This is an optimization exercise on Yosys and OpenROAD, whose aim is small area, a short achievable clock period and few clock cycles, not a production implementation. Where RTL was checked, it was by simulation tests only, not by an equivalence proof against the original. Power figures rest on the tool's default switching activity, not on a simulated workload.

==> module wn_dot, before the edit <==
module wn_dot #(
   parameter int unsigned NCH  = 16,
   parameter int unsigned DW   = 8,
   parameter int unsigned AW   = 4,
   parameter int unsigned ACCW = 2*DW+AW,
   parameter int unsigned OW   = DW
) (
   input  logic                     clk,
   input  logic                     xrst,
   input  logic                     start,
   input  logic [AW-1:0]            len,
   input  logic                     relu,
   output logic [AW-1:0]            x_raddr,
   input  logic signed [DW-1:0]     x_rdata,
   output logic [NCH*AW-1:0]        w_raddr,
   input  logic signed [NCH*DW-1:0] w_rdata,
   output logic [NCH*OW-1:0]        y,
   output logic                     busy,
   output logic                     finish
);
   localparam logic [ACCW-1:0] K_TERM = 20'hfab00;
   localparam int unsigned NCOPY = 2;
   logic          r_busy;
   logic          r_run;       
   logic [AW-1:0] r_addr;
   logic [AW-1:0] r_len_m1;
   logic          r_relu;
   logic          r_first1;    
   logic          r_last1, r_last2;
   logic          r_finish;
   logic [ACCW-1:0] w_pre;     
   logic w_accept, w_fetch, w_last;
   assign w_accept = start & ~r_busy;
   assign w_fetch  = w_accept | r_run;
   assign w_last   = w_accept ? (len == AW'(1)) : (r_run & (r_addr == r_len_m1));
   always_ff @(posedge clk or negedge xrst) begin
      if (!xrst) begin
         r_busy   <= 1'b0;
         r_run    <= 1'b0;
         r_addr   <= '0;
         r_len_m1 <= '0;
         r_relu   <= 1'b0;
         r_first1 <= 1'b0;
         r_last1  <= 1'b0;
         r_last2  <= 1'b0;
         r_finish <= 1'b0;
      end else begin
         r_busy   <= w_accept | (r_busy & ~r_last2);
         r_run    <= w_fetch & ~w_last;
         r_addr   <= (w_fetch & ~w_last) ? r_addr + AW'(1) : '0;
         if (w_accept) begin
            r_len_m1 <= len - AW'(1);
            r_relu   <= relu;
         end
         r_first1 <= w_accept;
         r_last1  <= w_last;
         r_last2  <= r_last1;
         r_finish <= r_last2;
      end
   end
   assign w_pre = ACCW'({r_len_m1 + AW'(1) == '0, AW'(r_len_m1 + AW'(1))}) * K_TERM;
   logic [3:0] w_one, w_two, w_neg;
   always_comb begin
      for (int k = 0; k < 4; k++) begin
         logic b2, b1, b0;
         b2 = x_rdata[2*k+1];
         b1 = x_rdata[2*k];
         b0 = (k == 0) ? 1'b0 : x_rdata[2*k-1];
         w_one[k] = b1 ^ b0;
         w_two[k] = (b2 & ~b1 & ~b0) | (~b2 & b1 & b0);
         w_neg[k] = b2;
      end
   end
   logic [3:0] r_one0, r_two0, r_neg0;
   always_ff @(posedge clk) begin
      r_one0 <= w_one;
      r_two0 <= w_two;
      r_neg0 <= w_neg;
   end
   logic [3:0] r_one1, r_two1, r_neg1;
   always_ff @(posedge clk) begin
      r_one1 <= ~w_one;
      r_two1 <= ~w_two;
      r_neg1 <= ~w_neg;
   end
   logic [DW-1:0]   r_w   [NCH];
   logic [ACCW-1:0] r_acc [NCH];    
   logic [ACCW-1:0] w_sum [NCH];
   logic [1:0]      r_cs  [NCH];    
   logic [1:0]      w_cs  [NCH];
   for (genvar c = 0; c < NCH; c++) begin : g_ch
      logic [ACCW-1:0] w_ain;
      logic [3:0]      w_c_one, w_c_two, w_c_neg;
      assign w_ain = r_acc[c];
      always_comb begin
         if (c / (NCH / NCOPY) == 0) begin
            w_c_one = r_one0;
            w_c_two = r_two0;
            w_c_neg = r_neg0;
         end
         else if (c / (NCH / NCOPY) == 1) begin
            w_c_one = ~r_one1;
            w_c_two = ~r_two1;
            w_c_neg = ~r_neg1;
         end
         else begin
            w_c_one = r_one0;
            w_c_two = r_two0;
            w_c_neg = r_neg0;
         end
      end
      wn_dot_mac u_mac (.i_one(w_c_one), .i_two(w_c_two), .i_neg(w_c_neg), .i_w(r_w[c]),
                        .i_acc(w_ain), .i_cs(r_cs[c]), .o_cs(w_cs[c]),
                        .o_sum(w_sum[c]));
      always_ff @(posedge clk) begin
         r_w[c]   <= w_rdata[c*DW +: DW];
         r_acc[c] <= r_first1 ? w_pre : w_sum[c];
         r_cs[c]  <= r_first1 ? '0 : w_cs[c];
      end
   end
   always_comb begin
      for (int c = 0; c < NCH; c++) begin
         logic [3:0] mid;
         logic [7:0] hi;
         logic       cs1, cs2, cmid, add1, add2, neg, top1, top0, in_range;
         logic       hi_m0, hi_m1;           
         mid  = r_acc[c][11:8];
         hi   = r_acc[c][19:12];
         cs1  = r_cs[c][0];
         cs2  = r_cs[c][1];
         cmid = cs1 & (mid == '1);
         add1 = cs2 | cmid;                  
         add2 = cs2 & cmid;                  
         hi_m0 = hi == '1;
         hi_m1 = hi == {{(7){1'b1}}, 1'b0};
         top1 = ((mid == '1) & ~cs1 | (mid == {{(3){1'b1}}, 1'b0}) & cs1)
                & (hi_m0 & ~cs2 | hi_m1 & cs2);
         top0 = (mid == '0) & ~cs1 & ((hi == '0) & ~cs2 | hi_m0 & cs2)
              | (mid == '1) & cs1 & (hi_m0 & ~cs2 | hi_m1 & cs2);
         neg  = hi[7] ^ (add1 & (hi[6:0] == '1) | add2 & (hi[6:0] == {{(6){1'b1}}, 1'b0}));
         in_range = (top1 & (r_acc[c][7:OW-1] == '1)) | (top0 & (r_acc[c][7:OW-1] == '0));
         y[c*OW +: OW] = {~(r_relu & neg) & (in_range ? r_acc[c][OW-1] : neg),
                          {(OW-1){~(r_relu & neg)}} & (in_range ? r_acc[c][OW-2:0] : {(OW-1){~neg}})};
      end
   end
   assign x_raddr = r_addr;
   assign w_raddr = {NCH{r_addr}};
   assign busy    = r_busy;
   assign finish  = r_finish;
endmodule
clock: 8.0 ns
lec_check: 0
abc_area: 1
cap_margin: 20
core_margin: 2
core_utilization: 55
place_density: 0.65
setup_slack_margin: 4.0
slew_margin: 20
standard.sh (not shown) runs the stock make flow with config.mk's settings and CLKGATE_MAP_FILE= SYNTH_SCRIPT=/design/flow/synth_recipe.tcl, a recipe that flattens the netlist after the stock synthesis.
==> flow/flow/run.sh <==
#!/bin/bash
# The standard layout (the standard.sh), with two changes:
#  - after the standard synthesis, flow/fa_polarity.py flips the polarity of full adders
#    (FA(~a,~b,~c) = ~FA(a,b,c)) to drop inverters around them; registers are untouched
#  - the port buffers are plain buffers instead of the default delay cells
# Each tool's output goes to a log here: synth.log, fa_polarity.log, layout.log
# (ORFS's own per-step logs stay under orfs/logs).
set -euo pipefail
ARGS=(BUFFER_PORTS_ARGS="-buffer_cell sky130_fd_sc_hd__buf_2")
RES=$PWD/orfs/results/$FLOW_PLATFORM/wn_dot/base
bash standard.sh "${ARGS[@]}" "$RES/1_2_yosys.v" > synth.log 2>&1
python3 flow/fa_polarity.py "$RES/1_2_yosys.v" "$RES/1_2_yosys.fapol.v" > fa_polarity.log 2>&1
cp "$RES/1_2_yosys.v" "$RES/1_2_yosys.orig.v"
mv "$RES/1_2_yosys.fapol.v" "$RES/1_2_yosys.v"
bash standard.sh "${ARGS[@]}" finish > layout.log 2>&1
Other scripts of this flow, unchanged in this note and not shown: flow/flow/fa_polarity.py
Testbench counts at the start, summed over its fixed seeds: cycles 17,126.
Rerun with:
--- a/flow/design.v
+++ b/flow/design.v
@@ -25,12 +25,13 @@
    logic [AW-1:0] r_addr;
    logic [AW-1:0] r_len_m1;
    logic          r_relu;
    logic          r_first1;    
    logic          r_last1, r_last2;
    logic          r_finish;
+   logic [AW-1:0] r_waddr;     
    logic [ACCW-1:0] w_pre;     
    logic w_accept, w_fetch, w_last;
    assign w_accept = start & ~r_busy;
    assign w_fetch  = w_accept | r_run;
    assign w_last   = w_accept ? (len == AW'(1)) : (r_run & (r_addr == r_len_m1));
    always_ff @(posedge clk or negedge xrst) begin
@@ -41,24 +42,26 @@
          r_len_m1 <= '0;
          r_relu   <= 1'b0;
          r_first1 <= 1'b0;
          r_last1  <= 1'b0;
          r_last2  <= 1'b0;
          r_finish <= 1'b0;
+         r_waddr  <= '0;
       end else begin
          r_busy   <= w_accept | (r_busy & ~r_last2);
          r_run    <= w_fetch & ~w_last;
          r_addr   <= (w_fetch & ~w_last) ? r_addr + AW'(1) : '0;
          if (w_accept) begin
             r_len_m1 <= len - AW'(1);
             r_relu   <= relu;
          end
          r_first1 <= w_accept;
          r_last1  <= w_last;
          r_last2  <= r_last1;
          r_finish <= r_last2;
+         r_waddr  <= r_addr;
       end
    end
    assign w_pre = ACCW'({r_len_m1 + AW'(1) == '0, AW'(r_len_m1 + AW'(1))}) * K_TERM;
    logic [3:0] w_one, w_two, w_neg;
    always_comb begin
       for (int k = 0; k < 4; k++) begin
@@ -80,13 +83,13 @@
    logic [3:0] r_one1, r_two1, r_neg1;
    always_ff @(posedge clk) begin
       r_one1 <= ~w_one;
       r_two1 <= ~w_two;
       r_neg1 <= ~w_neg;
    end
-   logic [DW-1:0]   r_w   [NCH];
+   logic [DW-1:0]   w_wt   [NCH];    
    logic [ACCW-1:0] r_acc [NCH];    
    logic [ACCW-1:0] w_sum [NCH];
    logic [1:0]      r_cs  [NCH];    
    logic [1:0]      w_cs  [NCH];
    for (genvar c = 0; c < NCH; c++) begin : g_ch
       logic [ACCW-1:0] w_ain;
@@ -106,17 +109,17 @@
          else begin
             w_c_one = r_one0;
             w_c_two = r_two0;
             w_c_neg = r_neg0;
          end
       end
-      wn_dot_mac u_mac (.i_one(w_c_one), .i_two(w_c_two), .i_neg(w_c_neg), .i_w(r_w[c]),
+      assign w_wt[c] = w_rdata[c*DW +: DW];
+      wn_dot_mac u_mac (.i_one(w_c_one), .i_two(w_c_two), .i_neg(w_c_neg), .i_w(w_wt[c]),
                         .i_acc(w_ain), .i_cs(r_cs[c]), .o_cs(w_cs[c]),
                         .o_sum(w_sum[c]));
       always_ff @(posedge clk) begin
-         r_w[c]   <= w_rdata[c*DW +: DW];
          r_acc[c] <= r_first1 ? w_pre : w_sum[c];
          r_cs[c]  <= r_first1 ? '0 : w_cs[c];
       end
    end
    always_comb begin
       for (int c = 0; c < NCH; c++) begin
@@ -141,13 +144,13 @@
          in_range = (top1 & (r_acc[c][7:OW-1] == '1)) | (top0 & (r_acc[c][7:OW-1] == '0));
          y[c*OW +: OW] = {~(r_relu & neg) & (in_range ? r_acc[c][OW-1] : neg),
                           {(OW-1){~(r_relu & neg)}} & (in_range ? r_acc[c][OW-2:0] : {(OW-1){~neg}})};
       end
    end
    assign x_raddr = r_addr;
-   assign w_raddr = {NCH{r_addr}};
+   assign w_raddr = {NCH{r_waddr}};
    assign busy    = r_busy;
    assign finish  = r_finish;
 endmodule
 module wn_dot_mac (
    input  logic [3:0]  i_one,    
    input  logic [3:0]  i_two,    
After rerunning: Global-route usage increases by 2.1 points; worst setup slack degrades by 0.23 ns; sequential power decreases by roughly a tenth; utilization increases by 7.6 points; register-to-register slack degrades by 0.24 ns; via count increases slightly.
Only the layout flow was run in the second run of this note; the RTL was not checked for function there.

static timing again, ports no longer ideal:
In the flow no input, the clock included, has a driving cell. The finished layouts below were timed again as built, in two steps.
Step 1 (the two cells are an assumption about what drives the block):
set clk [get_ports {clk}]
set_driving_cell -lib_cell sky130_fd_sc_hd__clkbuf_16 $clk
set_driving_cell -lib_cell sky130_fd_sc_hd__buf_2 [delete_from_list [all_inputs] $clk]
Step 2 times the ports against the registers' clock, not the clock port: input delays grow and output delays shrink by t, the midpoint of the rising clock arrivals with the driver on.
a / b / c = no drivers / after step 1 / after step 2; a / b = the first two.
run	t (ns)	slack for setup (ns)	worst hold slack (ns)	slew at the worst register clock pin (ns)	pins driven straight from the clock port
the first run	0.696	4.034 / 3.968 / 4.162	0.371 / 0.371 / 0.371	0.07 / 0.07	1
the second run	0.679	3.806 / 3.816 / 3.137	0.350 / 0.350 / 0.350	0.07 / 0.07	1
After both steps setup and hold are still met in every run listed. The setup slack of the second run, which loses most, moves by +0.010 ns with the drivers and by -0.669 ns with both steps.
